Background: an optimization exercise with open tools, aiming at small area. Do not read the settings as production practice. Only simulation tests tie the RTL to the original design; equivalence was not proved. Power is estimated from default activity; no workload was simulated.

==> flow/design.v <==
package conv_pkg;
	typedef logic [$clog2(16)-1:0] col_t;    
	typedef logic [$clog2(12)-1:0] row_t;    
	typedef logic [3*(3 * 8)-1:0] column_t;    
endpackage
`timescale 1ns/1ps
module conv_window_top
(
	input  logic                                          i_sclk,
	input  logic                                          i_arst_n,
	input  logic                                          i_vsync,
	input  logic                                          i_valid,
	input  logic [(3 * 8)-1:0]                             i_tdata,
	output logic                                          o_vsync,
	output logic                                          o_hsync,
	output logic                                          o_valid,
	output logic [3*3*(3 * 8)-1:0]     o_tdata
);
	localparam int K       = 3;
	localparam int ROW_LEN = 16 - 1;                  
	localparam int CHAIN   = (K-1)*ROW_LEN + K;           
	localparam int NE      = K * K;
	localparam int CW      = $clog2(16);
	localparam int RW      = $clog2(12 + 1);
	logic [CW-1:0]          col;                          
	logic [RW-1:0]          row;                          
	logic                   first_pend;                   
	logic                   accept;
	logic                   win;                          
	logic [(3 * 8)-1:0]      pix_d;                        
	logic                   shift;                        
	logic [CHAIN*(3 * 8)-1:0] chain;                      
	assign accept = i_valid && !i_vsync;
	always_ff @(posedge i_sclk or negedge i_arst_n)
	begin
		if (!i_arst_n)
			row <= RW'(12);
		else if (i_vsync)
			row <= '0;
		else if (i_valid && (col == CW'(16 - 1)) && (row != RW'(12)))
			row <= row + 1'b1;
	end
	always_ff @(posedge i_sclk or negedge i_arst_n)
	begin
		if (!i_arst_n)
		begin
			col        <= '0;
			first_pend <= 1'b0;
		end
		else if (i_vsync)
		begin
			col        <= '0;
			first_pend <= 1'b1;
		end
		else
		begin
			if (i_valid)
				col <= col + 1'b1;                        
			if (win)
				first_pend <= 1'b0;
		end
	end
	always_ff @(posedge i_sclk)
	begin
		pix_d <= i_tdata;
		shift <= accept && (col != CW'(16 - 1));
	end
	assign win = shift && !row[0] && (row >= RW'(K-1)) && (row < RW'(12)) &&
		col[0] && (col >= CW'(K));
	always_ff @(posedge i_sclk or negedge i_arst_n)
	begin
		if (!i_arst_n)
		begin
			o_valid <= 1'b0;
			o_hsync <= 1'b0;
			o_vsync <= 1'b0;
		end
		else
		begin
			o_valid <= win;
			o_hsync <= win && (col == CW'(K));
			o_vsync <= win && first_pend;
		end
	end
	always_ff @(posedge i_sclk)
	begin
		if (shift)
		begin
			chain <= {chain[(CHAIN-1)*(3 * 8)-1:0], pix_d};
		end
	end
	always_comb
	begin
		for (int rr = 0; rr < K; rr++)
			for (int cc = 0; cc < K; cc++)
			begin
				o_tdata[2*NE*8 + (NE-1-(rr*K+cc))*8 +: 8] = chain[((K-1-rr)*ROW_LEN + (K-1-cc))*(3 * 8) + 2*8 +: 8];
				o_tdata[  NE*8 + (NE-1-(rr*K+cc))*8 +: 8] = chain[((K-1-rr)*ROW_LEN + (K-1-cc))*(3 * 8) + 8 +: 8];
				o_tdata[            (NE-1-(rr*K+cc))*8 +: 8] = chain[((K-1-rr)*ROW_LEN + (K-1-cc))*(3 * 8) + 0 +: 8];
			end
	end
endmodule
clock: 4.0 ns
lec_check: 0
cap_margin: 0
core_margin: 2
core_utilization: 80
slew_margin: 0
buffer_ports_args: -buffer_cell sky130_fd_sc_hd__buf_1
cts_args: -sink_clustering_enable -repair_clock_nets -dont_use_dummy_load -buf_list sky130_fd_sc_hd__clkbuf_8 -sink_clustering_size 20 -sink_clustering_max_diameter 60
standard.sh (not shown) runs the stock make flow with config.mk's settings and CLKGATE_MAP_FILE= SYNTH_SCRIPT=/design/flow/synth_recipe.tcl, a recipe that flattens the netlist after the stock synthesis.
==> flow/flow/run.sh <==
#!/bin/bash
# Standard ORFS layout with two changes:
#  - port buffers use the smallest buffer cell
#  - CTS: clkbuf_8 only, larger sink clusters, no dummy loads
set -euo pipefail
cat >> config.mk <<'CFG'
export BUFFER_PORTS_ARGS = -buffer_cell sky130_fd_sc_hd__buf_1
export CTS_ARGS = -sink_clustering_enable -repair_clock_nets -dont_use_dummy_load -buf_list sky130_fd_sc_hd__clkbuf_8 -sink_clustering_size 20 -sink_clustering_max_diameter 60
CFG
bash standard.sh > standard.log 2>&1
Then changed:
--- a/flow/design.v
+++ b/flow/design.v
@@ -39,16 +39,11 @@
 			row <= '0;
 		else if (i_valid && (col == CW'(16 - 1)) && (row != RW'(12)))
 			row <= row + 1'b1;
 	end
-	always_ff @(posedge i_sclk or negedge i_arst_n)
+	always_ff @(posedge i_sclk)
 	begin
-		if (!i_arst_n)
-		begin
-			col        <= '0;
-			first_pend <= 1'b0;
-		end
-		else if (i_vsync)
+		if (i_vsync)
 		begin
 			col        <= '0;
 			first_pend <= 1'b1;
 		end
Effect: The new run completed without violations; first-iteration DRC count rises by 3.1%; core utilization stays flat; setup slack is better by 0.022 ns; via count falls by 0.90%; clock power stays flat; total power hardly moves; flip-flop and latch count stays the same; register-to-register slack is better by 0.11 ns; die area hardly moves; critical path depth is unchanged; synthesized cell count does not change; final area falls by 0.33%.

## afterwards: timing with drivers on the ports
In the flow no input, the clock included, has a driving cell. The finished layouts below were timed again as built, in two steps.
Step 1 assumes that a clkbuf_16 drives the clock port and a buf_2 every other input.
Step 2 times the ports against the registers' clock, not the clock port: input delays grow and output delays shrink by t, the midpoint of the rising clock arrivals with the driver on.
Slacks: ideal / step 1 / step 2; pairs: ideal / step 1.
| run | shift t [ns] | slack for setup (ns) | worst setup path at the end | worst data-port slew with drivers (ns) | cell pins on the clock port's net |
|---|---|---|---|---|---|
| the first run | 0.643 | 1.928 / 1.879 / 1.952 | register to register | 0.03 | 1 |
| the second run | 0.629 | 1.950 / 1.903 / 2.062 | register to register | 0.03 | 1 |
After both steps setup and hold are still met in every run listed.
